Context: an optimization exercise on an open-source flow, tuned for small area and a short achievable clock period. The choices shown serve that exercise and are no tape-out recipe. At most, simulation tests tie the RTL to the original design; equivalence was not proved. For run 2, only the layout was checked, not whether the RTL still works. No activity file was given, so power comes from the tool's default toggle rates.

[flow/flow/run.sh]
#!/bin/bash
# Standard ORFS layout (the standard.sh, unchanged synthesis), except that the port
# buffers are sky130_fd_sc_hd__buf_1 instead of the delay-cell buffer buffer_ports picks
# by default. Every make/OpenROAD/Yosys log stays under orfs/logs; make's own output goes
# to flow_make.log in this folder.
set -euo pipefail
bash standard.sh "BUFFER_PORTS_ARGS=-buffer_cell sky130_fd_sc_hd__buf_1" finish > flow_make.log 2>&1
[flow/standard.sh]
#!/bin/bash
# synth_recipe.tcl (not shown) runs the flow's synth.tcl, then flattens the netlist and writes it again
# the make line also repeats each setting of config.mk as NAME=value (left out here)
make -C /OpenROAD-flow-scripts/flow DESIGN_CONFIG=/design/flow/config.mk WORK_HOME=/design/flow/orfs CLKGATE_MAP_FILE= SYNTH_SCRIPT=/design/flow/synth_recipe.tcl "${@:-finish}"
[flow/config.mk]
export PLATFORM = sky130hd
export DESIGN_NAME = chunk_fifo
export DESIGN_NICKNAME = chunk_fifo
export VERILOG_FILES = /design/flow/design.v
export SDC_FILE = /design/flow/constraint.sdc
export NUM_CORES = 4
export LEC_CHECK = 0
export CAP_MARGIN = 20
export CORE_MARGIN = 2
export CORE_UTILIZATION = 65
export CTS_CLUSTER_DIAMETER = 150
export CTS_CLUSTER_SIZE = 30
export PLACE_DENSITY = 0.72
export SETUP_SLACK_MARGIN = 2.0
export SLEW_MARGIN = 20
export SYNTH_HIERARCHICAL = 1
export SYNTH_MINIMUM_KEEP_SIZE = 0
[flow/constraint.sdc]
create_clock -name core_clock -period 4.2 [get_ports {clk}]
set_input_delay 0.8400 -clock core_clock [delete_from_list [all_inputs] [get_ports {clk}]]
set_output_delay 0.8400 -clock core_clock [all_outputs]
set_load 0.01 [all_outputs]
[flow/design.v]
module chunk_fifo #(
   parameter int DEPTH = 8,
   parameter int DW    = 256
) (
   input  logic          clk,
   input  logic          reset,
   input  logic          bus_val,
   input  logic          bus_sop,
   input  logic          bus_eop,
   input  logic [5:0]    bus_vbc,
   input  logic [DW-1:0] bus_data,
   output logic          bus_ready,
   output logic          bus_o_val,
   output logic          bus_o_sop,
   output logic          bus_o_eop,
   output logic [5:0]    bus_o_vbc,
   output logic [DW-1:0] bus_o_data,
   input  logic          bus_o_ready,
   output logic          idle,
   output logic          err,
   output logic [15:0]   pkt_cnt
);
   localparam int MD = DEPTH - 1;           
   localparam int EW = DW + 8;
   localparam logic S_IDLE   = 1'b0;
   localparam logic S_IN_PKT = 1'b1;
   logic [MD-1:0][EW-1:0] mem_q;
   logic [EW-1:0]         head_q, head_d, wr_entry;
   logic [MD-1:0]         wr_oh_q, wr_oh_d;       
   logic [MD-1:0]         rd_oh_q, rd_oh_d;       
   logic [MD-1:0]         mem_we_q, mem_we_d;     
   logic [MD-1:0]         mcnt_q, mcnt_d;         
   logic                  valid_q, valid_d;       
   logic                  ready_q, ready_d;
   logic                  wr_idle_q, wr_idle_d;   
   logic                  wr_inpkt_q, wr_inpkt_d; 
   logic                  idle_q, idle_d;
   logic                  state_q, state_d;
   logic                  err_q, err_d;
   logic [15:0]           pkt_cnt_q, pkt_cnt_d;
   logic accept, good, push, push_n, pop, refill, to_mem;
   logic [MD-1:0] we_if_mem, we_if_not;     
   logic [MD-1:0] cnt_if_mem, cnt_if_not;
   logic          rdy_if_mem, rdy_if_not;
   assign bus_ready  = ready_q;
   assign bus_o_val  = valid_q;
   assign bus_o_sop  = head_q[DW+7];
   assign bus_o_eop  = head_q[DW+6];
   assign bus_o_vbc  = head_q[DW+5:DW];
   assign bus_o_data = head_q[DW-1:0];
   assign idle       = idle_q;
   assign err        = err_q;
   assign pkt_cnt    = pkt_cnt_q;
   assign wr_entry = {bus_sop, bus_eop, bus_vbc, bus_data};
   chunk_fifo_wr_check u_check (
      .bus_val    (bus_val),
      .bus_sop    (bus_sop),
      .bus_eop    (bus_eop),
      .bus_vbc    (bus_vbc),
      .wr_idle_q  (wr_idle_q),
      .wr_inpkt_q (wr_inpkt_q),
      .good       (good),
      .push_n     (push_n)
   );
   assign push = ~push_n;
   always_comb begin
      accept = bus_val & ready_q;
      pop    = valid_q & bus_o_ready;
      refill = bus_o_ready & mcnt_q[0];
      to_mem = push & valid_q & (~bus_o_ready | mcnt_q[0]);
   end
   always_comb begin
      state_d = state_q;
      err_d   = 1'b0;
      if (accept) begin
         if (~good) begin
            state_d = S_IDLE;
            err_d   = 1'b1;
         end else begin
            state_d = bus_eop ? S_IDLE : S_IN_PKT;
         end
      end
   end
   always_comb begin
      cnt_if_mem = refill ? mcnt_q : {mcnt_q[MD-2:0], 1'b1};
      cnt_if_not = refill ? {1'b0, mcnt_q[MD-1:1]} : mcnt_q;
      we_if_mem  = {wr_oh_q[MD-2:0], wr_oh_q[MD-1]} & {MD{~cnt_if_mem[MD-1]}};
      we_if_not  = wr_oh_q & {MD{~cnt_if_not[MD-1]}};
      rdy_if_mem = ~cnt_if_mem[MD-1];
      rdy_if_not = ~(valid_q & cnt_if_not[MD-1]);
      wr_oh_d    = to_mem ? {wr_oh_q[MD-2:0], wr_oh_q[MD-1]} : wr_oh_q;
      rd_oh_d    = refill ? {rd_oh_q[MD-2:0], rd_oh_q[MD-1]} : rd_oh_q;
      mcnt_d     = to_mem ? cnt_if_mem : cnt_if_not;
      mem_we_d   = to_mem ? we_if_mem : we_if_not;
      ready_d    = to_mem ? rdy_if_mem : rdy_if_not;
      valid_d    = valid_q ? (~bus_o_ready | mcnt_q[0] | push) : push;
      idle_d     = ~valid_d & (state_d == S_IDLE);
      wr_idle_d  = ready_d & (state_d == S_IDLE);
      wr_inpkt_d = ready_d & (state_d == S_IN_PKT);
      pkt_cnt_d  = pkt_cnt_q;
      if (pop && head_q[DW+6] && (pkt_cnt_q != 16'hFFFF)) begin
         pkt_cnt_d = pkt_cnt_q + 16'd1;
      end
   end
   localparam int NS = 12;
   localparam int SW = (EW + NS - 1) / NS;
   for (genvar s = 0; s < NS; s++) begin : g_head
      localparam int LO = s * SW;
      localparam int W  = (LO + SW <= EW) ? SW : EW - LO;
      logic [MD*W-1:0] mem_s;
      for (genvar i = 0; i < MD; i++) begin : g_m
         assign mem_s[i*W +: W] = mem_q[i][LO +: W];
      end
      chunk_fifo_head_slice #(.W(W), .MD(MD)) u_slice (
         .reset       (reset),
         .push_n      (push_n),
         .bus_o_ready (bus_o_ready),
         .valid_q     (valid_q),
         .mem_ne_q    (mcnt_q[0]),
         .rd_oh_q     (rd_oh_q),
         .head_q      (head_q[LO +: W]),
         .mem_q       (mem_s),
         .wr_data     (wr_entry[LO +: W]),
         .head_d      (head_d[LO +: W])
      );
   end
   always_ff @(posedge clk) begin
      if (reset) begin
         wr_oh_q    <= MD'(1);
         rd_oh_q    <= MD'(1);
         mem_we_q   <= MD'(1);
         mcnt_q     <= '0;
         valid_q    <= 1'b0;
         ready_q    <= 1'b1;
         wr_idle_q  <= 1'b1;
         wr_inpkt_q <= 1'b0;
         idle_q     <= 1'b1;
         state_q    <= S_IDLE;
         err_q      <= 1'b0;
         pkt_cnt_q  <= '0;
      end else begin
         wr_oh_q    <= wr_oh_d;
         rd_oh_q    <= rd_oh_d;
         mem_we_q   <= mem_we_d;
         mcnt_q     <= mcnt_d;
         valid_q    <= valid_d;
         ready_q    <= ready_d;
         wr_idle_q  <= wr_idle_d;
         wr_inpkt_q <= wr_inpkt_d;
         idle_q     <= idle_d;
         state_q    <= state_d;
         err_q      <= err_d;
         pkt_cnt_q  <= pkt_cnt_d;
      end
   end
   always_ff @(posedge clk) begin
      head_q <= head_d;
   end
   always_ff @(posedge clk) begin
      for (int i = 0; i < MD; i++) begin
         if (mem_we_q[i]) mem_q[i] <= wr_entry;
      end
   end
endmodule
module chunk_fifo_wr_check (
   input  logic       bus_val,
   input  logic       bus_sop,
   input  logic       bus_eop,
   input  logic [5:0] bus_vbc,
   input  logic       wr_idle_q,
   input  logic       wr_inpkt_q,
   output logic       good,
   output logic       push_n
);
   logic lo_z0, lo_z1, lo_nz, vbc5_n, sop_n, g32_n, gsmall_n, vbc_bad, frame_n;
   chunk_fifo_g_nor3  u_z0 (.a(bus_vbc[0]), .b(bus_vbc[1]), .c(bus_vbc[2]), .y(lo_z0));
   chunk_fifo_g_nor2  u_z1 (.a(bus_vbc[3]), .b(bus_vbc[4]), .y(lo_z1));
   chunk_fifo_g_nand2 u_nz (.a(lo_z0), .b(lo_z1), .y(lo_nz));
   chunk_fifo_g_inv   u_i5 (.a(bus_vbc[5]), .y(vbc5_n));
   chunk_fifo_g_inv   u_is (.a(bus_sop), .y(sop_n));
   chunk_fifo_nand3   u_g32 (.a(bus_vbc[5]), .b(lo_z0), .c(lo_z1), .y(g32_n));
   chunk_fifo_nand3   u_gsm (.a(vbc5_n), .b(bus_eop), .c(lo_nz), .y(gsmall_n));
   chunk_fifo_g_and2  u_bad (.a(g32_n), .b(gsmall_n), .y(vbc_bad));
   chunk_fifo_g_a22oi u_fr (.a1(bus_sop), .a2(wr_idle_q), .b1(sop_n), .b2(wr_inpkt_q), .y(frame_n));
   chunk_fifo_g_nor2  u_good (.a(vbc_bad), .b(frame_n), .y(good));
   chunk_fifo_g_nand2 u_push (.a(bus_val), .b(good), .y(push_n));
endmodule
module chunk_fifo_head_slice #(
   parameter int W  = 22,
   parameter int MD = 7
) (
   input  logic            reset,
   input  logic            push_n,
   input  logic            bus_o_ready,
   input  logic            valid_q,
   input  logic            mem_ne_q,
   input  logic [MD-1:0]   rd_oh_q,
   input  logic [W-1:0]    head_q,
   input  logic [MD*W-1:0] mem_q,
   input  logic [W-1:0]    wr_data,
   output logic [W-1:0]    head_d
);
   logic sel_hold, sel_bus, head_busy;
   logic [MD-1:0] sel_mem;
   always_comb begin
      sel_hold = ~reset & valid_q & ~bus_o_ready;
      sel_mem  = {MD{~reset & bus_o_ready & mem_ne_q}} & rd_oh_q;
      head_busy = ~(~valid_q | (bus_o_ready & ~mem_ne_q));
   end
   chunk_fifo_g_nor3 u_sel_bus (.a(reset), .b(push_n), .c(head_busy), .y(sel_bus));
   for (genvar b = 0; b < W; b++) begin : g_bit
      logic [2:0] t;
      chunk_fifo_aoi222 u_t0 (
         .a1(sel_hold),   .b1(head_q[b]),
         .a2(sel_mem[0]), .b2(mem_q[0*W + b]),
         .a3(sel_mem[1]), .b3(mem_q[1*W + b]),
         .y (t[0])
      );
      chunk_fifo_aoi222 u_t1 (
         .a1(sel_mem[2]), .b1(mem_q[2*W + b]),
         .a2(sel_mem[3]), .b2(mem_q[3*W + b]),
         .a3(sel_mem[4]), .b3(mem_q[4*W + b]),
         .y (t[1])
      );
      chunk_fifo_aoi222 u_t2 (
         .a1(sel_mem[5]), .b1(mem_q[5*W + b]),
         .a2(sel_mem[6]), .b2(mem_q[6*W + b]),
         .a3(sel_bus),    .b3(wr_data[b]),
         .y (t[2])
      );
      chunk_fifo_nand3 u_or (.a(t[0]), .b(t[1]), .c(t[2]), .y(head_d[b]));
   end
endmodule
module chunk_fifo_aoi222 (
   input  logic a1, b1, a2, b2, a3, b3,
   output logic y
);
   assign y = ~((a1 & b1) | (a2 & b2) | (a3 & b3));
endmodule
module chunk_fifo_nand3 (
   input  logic a, b, c,
   output logic y
);
   assign y = ~(a & b & c);
endmodule
module chunk_fifo_g_inv (input logic a, output logic y);
   assign y = ~a;
endmodule
module chunk_fifo_g_nand2 (input logic a, b, output logic y);
   assign y = ~(a & b);
endmodule
module chunk_fifo_g_nor2 (input logic a, b, output logic y);
   assign y = ~(a | b);
endmodule
module chunk_fifo_g_nor3 (input logic a, b, c, output logic y);
   assign y = ~(a | b | c);
endmodule
module chunk_fifo_g_and2 (input logic a, b, output logic y);
   assign y = a & b;
endmodule
module chunk_fifo_g_a22oi (input logic a1, a2, b1, b2, output logic y);
   assign y = ~((a1 & a2) | (b1 & b2));
endmodule
==> results of run 1 <==
[layout by cell type, fill, tap and decap left out, drive strengths merged, types with 2 or more instances in the layout]
cell type,instances
diode,31
edfxtp,1848
a21boi,13
a222oi,792
nor3,18
o21ai,5
nand2,37
nand2b,2
nand3,287
and3,87
dfxtp,315
o311ai,3
mux2,4
nand4,7
buf,690
or2,4
or4,3
o41ai,3
inv,22
a21oi,31
or3,2
clkinv,3
and2,4
nor4b,2
nor3b,12
nor2,19
nor2b,16
o31ai,3
clkbuf,169
and4,2
a22oi,11
nor4,3
[synth_stat cells (4+ instances only)]
| master | count |
|---|---|
| or2_2 | 4 |
| and2_1 | 4 |
| edfxtp_1 | 1848 |
| nand3_1 | 286 |
| nand4_1 | 4 |
| dfxtp_1 | 315 |
| buf_2 | 4 |
| and3_1 | 85 |
| a21boi_0 | 13 |
| inv_1 | 18 |
| o21ai_0 | 5 |
| nor3b_1 | 12 |
| nor2_1 | 19 |
| nand2_1 | 36 |
| nor2b_4 | 12 |
| a22oi_1 | 10 |
| a21oi_1 | 30 |
| clkbuf_1 | 5 |
| nor3_2 | 13 |
| nor3_1 | 5 |
| nor2b_1 | 4 |
| a222oi_1 | 792 |
[cells by family (layout without fill, tap and decap cells)]
| kind of cell | Yosys count | in the layout | share of synthesized area |
|---|---|---|---|
| buffers and inverters | 29 | 884 | 0.001570 |
| AOI/OAI and AO/OA | 866 | 866 | 0.1148 |
| DFF | 2163 | 2163 | 0.8429 |
| adders and majority gates | 1 | 1 | 0.0001706 |
| other | 0 | 31 | 0 |
| and+or+nand+nor | 508 | 508 | 0.03985 |
| muxes | 5 | 5 | 0.0007508 |
[sequential cells by signal, summed over array words and instances, names as in the netlist]
| signal | cells |
|---|---|
| err_q | 1 |
| idle_q | 1 |
| wr_inpkt_q | 1 |
| wr_oh_q | 7 |
| head_q | 264 |
| mem_q | 1848 |
| mcnt_q | 7 |
| rd_oh_q | 7 |
| ready_q | 1 |
| wr_idle_q | 1 |
| state_q | 1 |
| pkt_cnt_q | 16 |
| mem_we_q | 7 |
| valid_q | 1 |
[worst register-to-register path, stage by stage, from the launching register on]
cell and delay (ns):
dfxtp_1 0.84, and3_1 0.71, buf_4 0.33, a222oi_1 0.14
nand3_1 0.09
[metal layers]
metal  GRT usage  vias up
met2      0.4837     2675
met3     0.07708      359
met4      0.1293       48
li1            -    18060
met1      0.4316    21090
met5           0        -
[modules after synthesis (local to each module, per instance), a selection]
| module | flip-flops and latches | area [sq um] |
|---|---|---|
| chunk_fifo_g_nor3 | 0 | 10.01 |
| chunk_fifo | 2163 | 62970 |
| chunk_fifo_g_a22oi | 0 | 12.51 |
| chunk_fifo_aoi222 | 0 | 10.01 |
| chunk_fifo_g_inv | 0 | 3.754 |
| chunk_fifo_nand3 | 0 | 5.005 |
[power groups by stage]
stage               sequential, mW  clock, mW  combinational [mW]
CTS                           23.5       9.99               0.544
detailed placement            24.0          0               0.532
global route                  23.5       10.7               0.607
floorplan                     24.0          0              0.0991
global placement              23.9          0               0.505
finish                        23.5       9.88               0.553
[timing repair]
item | in CTS | in global routing
cloned | 0 | 0
endpoints found under the setup margin | 351 | 294
setup buffers | 10 | 1
gates resized for setup | 106 | 48
pin swaps | 1 | 11
endpoints found under the hold margin | 0 | 0
[final timing paths]
path / startpoint / endpoint / slack (ns) / depth (start not counted)
setup / recovery: rd_oh_q[2] / head_q[136] / 2.03 / 4
hold / removal: bus_vbc[4] / mem_q[260] / 0.43 / 1
setup reg to reg: rd_oh_q[2] / head_q[136] / 2.03 / 4
hold reg to reg: mem_q[825] / head_q[33] / 0.47 / 2
[through the flow]
stage | std cells | setup WS, ns | utilization
6_report | 5958 | 2.028 | 0.7291
5_1_grt | 5949 | 1.993 | 0.7289
4_1_cts | 5926 | 1.964 | 0.7273
3_5_place_dp | 5766 | 0.9610 | 0.7035
3_3_place_gp | 5766 | 1.042 | 0.7035
2_1_floorplan | 3572 | 1.712 | -
[area by class of cell]
| type | count | area share |
|---|---|---|
| well taps | 1500 | 0.02294 |
| inverters | 18 | 0.0008259 |
| flip-flops and latches | 2163 | 0.7565 |
| clock buffers | 143 | 0.02814 |
| repair buffers | 716 | 0.04752 |
| diodes | 31 | 0.0009483 |
| clock inverters | 7 | 0.001193 |
| multi-input cells | 1380 | 0.1419 |
==> metrics.yaml, run 1 <==
route:
  route.detailed.drc: 0
  drt-met1-wl_um: 65580
  route.met3.wl_um: 23210
  drtPass1Iterations: 12
  highest_layer: "met5"
  wl_met2_um: 88660
  drtIter0Drc: 8107
  vias: 42230
  antenna_left: 0
  drt-total-wl_um: 185000
  routedWlPerCell_um: 31.06
  viasPerCell: 7.087
clock_network:
  cts-buffers-inserted: 82
  cts_tree: "yes"
  clockBufferDepth: 3
  cts_max_level: 3
  ctsHoldBuffers: 0
  clk_pin_slew_ns: 0.12
  clk_latency_ns: 0.72
  cts-root-buf: "clkbuf_16"
  cts.sinks: 2163
worst_setup_path:
  arrival_ns: 2.83
  crit_path_cell_trace: "and3_1 -> buf_4 -> a222oi_1 -> nand3_1"
  crit_family: "flip-flops"
  worstSetupEndpointType: "register"
  cpMaxStageDelayCell: "dfxtp_1"
  worst_setup_path_start_kind: "register"
  critPathBufInv: 1
  cp.required_ns: 4.86
  cpPeakStageDelay_ns: 0.84
  path_class: "reg -> reg"
  critical_path.max_fanout: 12
placement:
  portBuffers: 551
  gp_congestion: 0.7994
  place_area_sq_um: 78930
  dp_hpwl_um: 103300
pwr:
  ir_worst_vdd_uv: 373.8
  seq_power_share: 0.692
  p_comb_frac: 0.016
  power_switching_share: 0.1922
  power_density_nw_per_um2: 414.2
  p_total_mw: 33.88
  leakage_nw: 26.44
  intPower_mw: 27.37
  clkPwrFrac: 0.292
  p_sw_mw: 6.513
finish:
  finalNetCount: 4630
  syn_to_final_growth_pct: 11.57
  fillCellCount: 6808
  drive_gt1_frac: 0.1007
  regArea_sq_um: 61880
  fin_area_sq_um: 81800
  multi_input_area_sq_um: 11610
timing:
  maxSlewViolCount: 0
  skew_ns: 0.03129
  hold-worst-slack_ns: 0.4282
  setup_viol: 0
  rsz0062_at_grt: "yes"
  period_share: 0.5172
  fin_crit_ns: 2.172
  relSlewSlack: 0.2779
  tns_ns: 0
  timing.fmax_mhz: 460.4
  hold_viol: 0
  worstMarginPinSlew_ns: 1.083
synth:
  synthFlopType: "edfxtp_1"
  synth_top_area_frac: 0.7569
  synth-seq-cells: 2163
  syn_avg_cell_area_sq_um: 20.53
  synthTopCellsByArea: "edfxtp_1 (76%), a222oi_1 (11%), dfxtp_1 (8.6%), nand3_1 (2.0%), and3_1 (0.73%)"
  yosysTopAreaCell: "edfxtp_1"
  ys_types: 53
  synthArstFlopShare: 0
  synth.net_count: 3841
  synth_seq_area_share: 0.8429
  yosysWarnings: 8
  synthCells: 3572
  syn_area_sq_um: 73320
  synth_edf_count: 1848
die:
  pin_count: 552
  fp.dieArea_sq_um: 115500
  placementRows: 123
  die-height_um: 339.9
  start_util: 0.6535
  coreArea_sq_um: 112200
  die_x_um: 339.9
global_route:
  overflow: 0
  grt_start_max_net_pins: 108
  grt_pass1_wl_um: 266300
  grt_pass1_vias: 40590
  grt_util_all_layers: 0.3120
  antenna_found_initial: 50
status:
  status: "finished clean"
min_path:
  hp-class: "in -> reg"
job:
  drv_cap: 0
==> run 2: changes to the inputs <==
--- a/flow/design.v
+++ b/flow/design.v
@@ -24,7 +24,8 @@
    localparam int EW = DW + 8;
    localparam logic S_IDLE   = 1'b0;
    localparam logic S_IN_PKT = 1'b1;
-   logic [MD-1:0][EW-1:0] mem_q;
+   logic [MD-1:0][EW-2:0] mem_q;
+   logic [MD-1:0][EW-1:0] mem_view;
    logic [EW-1:0]         head_q, head_d, wr_entry;
    logic [MD-1:0]         wr_oh_q, wr_oh_d;       
    logic [MD-1:0]         rd_oh_q, rd_oh_d;       
@@ -102,14 +103,14 @@
          pkt_cnt_d = pkt_cnt_q + 16'd1;
       end
    end
-   localparam int NS = 12;
+   localparam int NS = 6;
    localparam int SW = (EW + NS - 1) / NS;
    for (genvar s = 0; s < NS; s++) begin : g_head
       localparam int LO = s * SW;
       localparam int W  = (LO + SW <= EW) ? SW : EW - LO;
       logic [MD*W-1:0] mem_s;
       for (genvar i = 0; i < MD; i++) begin : g_m
-         assign mem_s[i*W +: W] = mem_q[i][LO +: W];
+         assign mem_s[i*W +: W] = mem_view[i][LO +: W];
       end
       chunk_fifo_head_slice #(.W(W), .MD(MD)) u_slice (
          .reset       (reset),
@@ -158,8 +159,11 @@
    end
    always_ff @(posedge clk) begin
       for (int i = 0; i < MD; i++) begin
-         if (mem_we_q[i]) mem_q[i] <= wr_entry;
-      end
+         if (mem_we_q[i]) mem_q[i] <= {wr_entry[EW-1:DW+6], wr_entry[DW+4:0]};
+      end
+   end
+   for (genvar i = 0; i < MD; i++) begin : g_view
+      assign mem_view[i] = {mem_q[i][EW-2:DW+5], (mem_q[i][DW+4:DW] == 5'd0), mem_q[i][DW+4:0]};
    end
 endmodule
 module chunk_fifo_wr_check (
==> run 2 against run 1 <==
Against the previous run:
- die area decreased by 0.94%
- global-route usage down 0.38 points
- critical path depth shrank 2
- area after synthesis fell by 0.95%
- synthesized cell count fell by 1.7%
- via count shrank 1.0%
- clock power barely moved
- cell area is 0.81% lower
- critical path type is now reg -> out
- largest power group unchanged
==> metrics.yaml, run 2 <==
status:
  status: "finished clean"
route:
  drtIter0Drc: 8276  # +2.1%
  drt-met1-wl_um: 65030  # -0.84%
  route.met3.wl_um: 22800  # -1.8%
  drt-total-wl_um: 181000  # -2.2%
  routedWlPerCell_um: 30.93  # -0.42%
  vias: 41790  # -1.0%
  drtPass1Iterations: 10  # -2
  route.detailed.drc: 0  # unchanged
  viasPerCell: 7.142  # +0.78%
  antenna_left: 0  # unchanged
  wl_met2_um: 87280  # -1.6%
  highest_layer: "met5"
synth:
  syn_area_sq_um: 72620  # -0.95%
  syn_avg_cell_area_sq_um: 20.68  # +0.74%
  synthCells: 3512  # -1.7%
  synth-seq-cells: 2156  # -0.32%
  ys_types: 46  # -13%
  yosysMostFrequentCell: "edfxtp_1"
  synthFlopType: "edfxtp_1"
  synthArstFlopShare: 0  # unchanged
  synth.net_count: 3781  # -1.6%
  synth_top_area_frac: 0.7613  # +0.004382
  yosysTopAreaCell: "edfxtp_1"
  yosysWarnings: 8  # unchanged
  synthTopCellsByArea: "edfxtp_1 (76%), a222oi_1 (11%), dfxtp_1 (8.7%), nand3_1 (1.9%), and3_1 (0.38%)"
  synth_commonest_cells: "edfxtp_1 (1841), a222oi_1 (792), dfxtp_1 (315)"
  synth_seq_area_share: 0.8481  # +0.005209
  synth_edf_count: 1841  # -0.38%
clock_network:
  cts.sinks: 2156  # -0.32%
  cts_tree: "yes"
  cts-buffers-inserted: 81  # -1.2%
  clockBufferDepth: 3  # unchanged
  cts_max_level: 3  # unchanged
  clk_latency_ns: 0.72  # about the same
  clk_pin_slew_ns: 0.11  # about the same
  cts-root-buf: "clkbuf_16"
die:
  fp.dieArea_sq_um: 114400  # -0.94%
  placementRows: 122  # -0.81%
  pin_count: 552  # unchanged
  start_util: 0.6562  # +0.002683
  die-height_um: 338.3  # -0.47%
  die_x_um: 338.3  # -0.47%
  coreArea_sq_um: 110700  # -1.4%
global_route:
  grt_util_all_layers: 0.3082  # -0.003788
  overflow: 0  # unchanged
  grt_start_max_net_pins: 93  # -14%
  grt_pass1_vias: 39970  # -1.5%
  grt_pass1_wl_um: 263100  # -1.2%
  antenna_found_initial: 48  # -4.0%
worst_setup_path:
  cp.required_ns: 3.36  # -1.50 ns
  crit_start: "valid_q"
  rrSetupSlack_ns: 2.06  # +0.03 ns
  r2r_end: "head_q[180]"
  worstSetupEndpointType: "output port"
  critical_path.max_fanout: 6  # -6
  critPathCapture: "bus_o_val"
  worst_setup_path_start_kind: "register"
  arrival_ns: 1.38  # -1.45 ns
  path_class: "reg -> out"
  reg2reg_depth: 5  # +1
  r2r_start: "mcnt_q[0]"
job:
  drv_cap: 0  # unchanged
placement:
  gp_congestion: 0.8275  # +3.5%
  dp_hpwl_um: 101200  # -2.0%
  dpl_worst_slack_ns: 0.9227  # -0.03829 ns
  place_area_sq_um: 78100  # -1.1%
  portBuffers: 551  # unchanged
  dp.cells: 5660  # -1.8%
finish:
  largest_register: "mem_q"
  final_cell_mix: "edfxtp_1 (1841), a222oi_1 (792), buf_1 (463)"
  largest_reg_flops: 1841  # -0.38%
  drive_gt1_frac: 0.09619  # -0.004552
  syn_to_final_growth_pct: 11.73
  top_regs: "mem_q x1841, head_q x264, pkt_cnt_q x16"
  post-route-util: 0.7332  # +0.004041
  finalNonFillerCells: 5851  # -1.8%
  fin_area_sq_um: 81140  # -0.81%
  final_common_cell: "edfxtp_1"
  finalNetCount: 4539  # -2.0%
min_path:
  whs_path_depth: 1  # unchanged
  hp-class: "in -> reg"
timing:
  worst_slack_ns: 1.984  # -0.04387 ns
  relSlewSlack: 0.2638  # -0.01414
  maxSlewViolCount: 0  # unchanged
  skew_ns: 0.03756  # +0.006268 ns
  setup_viol: 0  # unchanged
  hold_viol: 0  # unchanged
  timing.fmax_mhz: 451.2  # -2.0%
  worstMarginPinSlew_ns: 1.104  # +0.02120 ns
  rsz0062_at_grt: "yes"
  period_share: 0.5276  # +0.01045
  hold-worst-slack_ns: 0.4263  # -0.001859 ns
  fin_crit_ns: 2.216  # +0.04387 ns
  tns_ns: 0  # unchanged
pwr:
  leakage_nw: 25.84  # -2.2%
  ir_worst_vdd_uv: 463.8  # +24%
  power_density_nw_per_um2: 416.4  # +0.53%
  p_total_mw: 33.79  # -0.28%
## run 2: worst max-delay path, stage by stage (launching register included)
cell and delay [ns]:
dfxtp_4 0.39, buf_12 0.14, buf_8 0.13
## run 2: worst min-delay path by stage
| stage | end | from |
|---|---|---|
| 2_1_floorplan | head_q[0] | mem_q[789] |
| 4_1_cts | mem_q[785] | bus_vbc[3] |
| 3_5_place_dp | head_q[240] | mem_q[1029] |
| 6_report | mem_q[257] | bus_vbc[1] |
| 3_3_place_gp | head_q[177] | mem_q[966] |
| 5_1_grt | mem_q[520] | bus_vbc[1] |
## run 2: area by class of cell
| type | instances | area (sq um) |
|---|---|---|
| inverter | 11 | 41.29 |
| antenna | 28 | 70.07 |
| tap | 1488 | 1862 |
| clock buffer | 145 | 2352 |
| multi-input combinational | 1334 | 11220 |
| sequential | 2156 | 61650 |
| fill | 6689 | 29530 |
| clock inverter | 3 | 47.55 |
| timing repair buffer | 686 | 3897 |
## run 2: logic make-up after synthesis
group                      share of synthesized area
AOI/OAI and AO/OA                             0.1151
adders and majority gates                  0.0001723
buffers and inverters                       0.001327
DFF                                           0.8481
muxes                                      0.0006202
and+or+nand+nor                              0.03472
## run 2: timing repair
item	4_1_cts	5_1_grt
pin swaps	2	5
buffers inserted	1	11
resized for setup	124	48
cloned	2	1
setup endpoints to repair	357	268
hold buffers	0	0
## run 2: per-module statistics from Yosys, one instance, submodules excluded, a selection
module,cell area (sq um),cells inside,flip-flops and latches,copies in the design
chunk_fifo_aoi222,10.01,1,0,792
chunk_fifo_g_a22oi,12.51,1,0,1
chunk_fifo_g_nand2,3.754,1,0,2
chunk_fifo_g_inv,3.754,1,0,2
chunk_fifo_g_nor2,3.754,1,0,2
chunk_fifo_g_nor3,10.01,1,0,7
chunk_fifo_nand3,5.005,1,0,266
chunk_fifo_g_and2,6.256,1,0,1
chunk_fifo,62790,2373,2156,1
## run 2: per-layer routing
layer,vias up,global-route usage
met5,-,0
met4,46,0.1129
met3,297,0.07199
met2,2662,0.4798
met1,21010,0.4337
li1,17780,-
## run 2: power by group
part           total (mW)  internal [mW]  switching, mW
sequential           23.4           23.3         0.0572
combinational       0.524          0.130          0.395
clock                9.89           3.94           5.94
total                33.8           27.4           6.40
==> run 3: changes to the inputs <==
--- a/flow/design.v
+++ b/flow/design.v
@@ -103,7 +103,7 @@
          pkt_cnt_d = pkt_cnt_q + 16'd1;
       end
    end
-   localparam int NS = 6;
+   localparam int NS = 8;
    localparam int SW = (EW + NS - 1) / NS;
    for (genvar s = 0; s < NS; s++) begin : g_head
       localparam int LO = s * SW;
==> run 3 against run 2 <==
Against the previous run:
- still clean
- wire length up 0.37%
- cell area down 0.16%
- non-clock buffer count unchanged
- register-to-register slack better by 0.02 ns
- first-iteration DRC count up 2.6%
- worst hold slack better by 0.015 ns
- combinational power up 2%
- global-route usage up 0.15 points
- critical endpoint unchanged
- highest routed layer unchanged
==> metrics.yaml, run 3 <==
status:
  status: "finished clean"
worst_setup_path:
  r2r_start: "rd_oh_q[1]"
  r2r_end: "head_q[24]"
  path_class: "reg -> out"
  worst_setup_path_start_kind: "register"
  cp.required_ns: 3.36  # about the same
  worstSetupEndpointType: "output port"
  rrSetupSlack_ns: 2.08  # +0.02 ns
  arrival_ns: 1.35  # -0.03 ns
  critical_path.max_fanout: 3  # -3
  reg2reg_depth: 4  # -1
synth:
  yosysWarnings: 8  # unchanged
  syn_area_sq_um: 72790  # +0.24%
  synth_commonest_cells: "edfxtp_1 (1841), a222oi_1 (792), dfxtp_1 (315)"
  ys_types: 46  # unchanged
  yosysMostFrequentCell: "edfxtp_1"
  synth_seq_area_share: 0.8461  # -0.002012
  synthFlopType: "edfxtp_1"
  synth_edf_count: 1841  # unchanged
  synth.net_count: 3805  # +0.63%
  synth-seq-cells: 2156  # unchanged
  yosysTopAreaCell: "edfxtp_1"
  syn_avg_cell_area_sq_um: 20.59  # -0.44%
  synthArstFlopShare: 0  # unchanged
  synthCells: 3536  # +0.68%
  synth_top_area_frac: 0.7594  # -0.001806
  synthTopCellsByArea: "edfxtp_1 (76%), a222oi_1 (11%), dfxtp_1 (8.7%), nand3_1 (1.9%), and3_1 (0.50%)"
pwr:
  ir_worst_vdd_uv: 619.2  # +34%
  p_sw_mw: 6.440  # +0.67%
  p_comb_frac: 0.016  # about the same
  seq_power_share: 0.693  # about the same
  p_total_mw: 33.72  # -0.19%
  clkPwrFrac: 0.291  # -0.002
  intPower_mw: 27.28  # -0.39%
  leakage_nw: 25.96  # +0.44%
  power_density_nw_per_um2: 416.3  # about the same
  power_switching_share: 0.1910  # +0.001633
clock_network:
  cts_max_level: 3  # unchanged
  cts.sinks: 2156  # unchanged
  cts_tree: "yes"
  clk_latency_ns: 0.71  # about the same
  clockBufferDepth: 3  # unchanged
  clk_pin_slew_ns: 0.12  # about the same
  cts-root-buf: "clkbuf_16"
  cts-buffers-inserted: 81  # unchanged
die:
  start_util: 0.6569  # about the same
  die_x_um: 338.7  # +0.12%
  placementRows: 122  # unchanged
  pin_count: 552  # unchanged
  die-height_um: 338.7  # +0.12%
  fp.dieArea_sq_um: 114700  # +0.24%
  coreArea_sq_um: 110800  # +0.14%
timing:
  period_share: 0.5205  # -0.007140
  worst_slack_ns: 2.014  # +0.02999 ns
  hold_viol: 0  # unchanged
  setup_viol: 0  # unchanged
  worstMarginPinSlew_ns: 1.054  # -0.05074 ns
  tns_ns: 0  # unchanged
  rsz0062_at_grt: "yes"
  maxSlewViolCount: 0  # unchanged
  relSlewSlack: 0.2976  # +0.03383
  timing.fmax_mhz: 457.4  # +1.4%
  skew_ns: 0.02393  # -0.01363 ns
  fin_crit_ns: 2.186  # -0.02999 ns
route:
  drtIter0Drc: 8489  # +2.6%
  drtPass1Iterations: 10  # unchanged
  antenna_left: 0  # unchanged
  viasPerCell: 7.125  # -0.25%
  route.detailed.drc: 0  # unchanged
  routedWlPerCell_um: 30.99  # +0.22%
  drt-total-wl_um: 181600  # +0.37%
  vias: 41750  # -0.096%
finish:
  largest_register: "mem_q"
  syn_to_final_growth_pct: 11.29
  drive_gt1_frac: 0.08999  # -0.006203
  multi_input_area_sq_um: 11300  # +0.75%
  finalNonFillerCells: 5860  # +0.15%
  final_common_cell: "edfxtp_1"
  final_cell_mix: "edfxtp_1 (1841), a222oi_1 (792), buf_1 (458)"
  post-route-util: 0.7310  # -0.002184
  regArea_sq_um: 61670  # about the same
  largest_reg_flops: 1841  # unchanged
  top_regs: "mem_q x1841, head_q x264, pkt_cnt_q x16"
  fillCellCount: 6758  # +1.0%
  finalNetCount: 4564  # +0.55%
min_path:
  min_to: "mem_q[259]"
  holdCritStartpoint: "bus_vbc[3]"
  whs_path_depth: 1  # unchanged
  hp-class: "in -> reg"
placement:
  dpl_worst_slack_ns: 0.8930  # -0.02968 ns
  dp_hpwl_um: 98660  # -2.5%
  gp_congestion: 0.8016  # -3.1%
  dp.cells: 5690  # +0.53%
  portBuffers: 551  # unchanged
global_route:
  grt_pass1_wl_um: 263700  # +0.25%
  grt_util_all_layers: 0.3097  # +0.001467
  grt_start_max_net_pins: 71  # -24%
  grt_pass1_vias: 40360  # +0.97%
  overflow: 0  # unchanged
  antenna_found_initial: 50  # +4.2%
job:
  drv_cap: 0  # unchanged
## run 3: critical path: stages (launching register included)
cell	delay (ns)
dfxtp_4	0.38
buf_12	0.13
buf_8	0.12
## run 3: how the worst max path moves through the flow
stage	startpoint	endpoint	slack (ns)
finish	valid_q	bus_o_val	2.01
global route	valid_q	bus_o_val	1.96
CTS	valid_q	bus_o_val	1.93
detailed placement	bus_vbc[4]	wr_idle_q	0.89
global placement	bus_vbc[4]	head_q[236]	1.00
floorplan	bus_vbc[1]	head_q[0]	1.55
## run 3: routing by layer
| metal | wire length [um] | share of wire | track usage |
|---|---|---|---|
| met1 | 66230 | 0.36 | 0.4304 |
| met2 | 86230 | 0.47 | 0.4829 |
| met4 | 5171 | 0.028 | 0.09407 |
| met3 | 23620 | 0.13 | 0.09034 |
| met5 | 379 | 0.0021 | 0 |
## run 3: kinds of logic after synthesis
kind of cell | after synthesis | synth area share
DFF | 2156 | 0.8461
AOI/OAI and AO/OA | 862 | 0.1150
and+or+nand+nor | 489 | 0.03670
buffers and inverters | 24 | 0.001427
muxes | 4 | 0.0006187
adders and majority gates | 1 | 0.0001719
## run 3: what timing repair did
action                     in CTS  in global routing
gates resized for setup       134                 51
gates cloned                    1                  1
setup buffers                   5                  3
hold buffers                    0                  0
pin swaps                       1                  3
setup endpoints to repair     350                192
## run 3: power groups by stage
stage                     clock network [mW]  logic, mW  registers, mW
after global routing                    10.6      0.589           23.4
after floorplan                            0     0.0868           23.9
after global placement                     0      0.486           23.9
after detailed placement                   0      0.512           23.9
after CTS                               9.94      0.526           23.4
final                                   9.82      0.534           23.4
## run 3: modules after synthesis, one instance, submodules excluded, excerpt
module	area [sq um]	flip-flops and latches	cells
chunk_fifo_g_inv	3.754	0	1
chunk_fifo_g_a22oi	12.51	0	1
chunk_fifo	62790	2156	2373
chunk_fifo_g_nor2	3.754	0	1
chunk_fifo_g_nand2	3.754	0	1
chunk_fifo_g_and2	6.256	0	1
chunk_fifo_aoi222	10.01	0	1
## run 3: per-stage QoR
step	hold slack (ns)	area [sq um]
after global routing	0.4127	81010
after CTS	0.3980	80820
final	0.4413	81010
after floorplan	0.4405	72920
after detailed placement	0.4540	78100
after global placement	0.4526	78100
## run 3: cell type report
cell class / count / area share
clock buffer: 137 / 0.02788
tap: 1488 / 0.02298
antenna: 16 / 0.0004942
timing repair buffer: 686 / 0.04601
sequential: 2156 / 0.7613
clock inverter: 7 / 0.001251
inverter: 13 / 0.0006024
multi-input combinational: 1357 / 0.1395

static timing again, ports no longer ideal:
The flow's constraints put no driver on any port. The routed layouts listed below were extracted and timed again, unchanged, in two steps. Step 1, drivers: a clkbuf_16 drives clk and a buf_2 each remaining input, both assumed. Step 2 times the ports against the registers' clock, not the clock port: input delays grow and output delays shrink by t, the midpoint of the rising clock arrivals with the driver on. a / b / c = no drivers / after step 1 / after step 2; a / b = the first two.
run	t (ns)	setup slack, ns	worst setup path after step 2	clock arrival spread, ns
run 1	0.784	2.028 / 1.953 / 1.258	input to register	0.036 / 0.037
run 2	0.778	1.984 / 1.908 / 1.196	input to register	0.041 / 0.041
run 3	0.772	2.014 / 1.941 / 1.329	input to register	0.030 / 0.029
After both steps setup and hold are still met in every run listed. The setup slack of run 2, which loses most, moves by -0.076 ns with the drivers and by -0.788 ns with both steps.
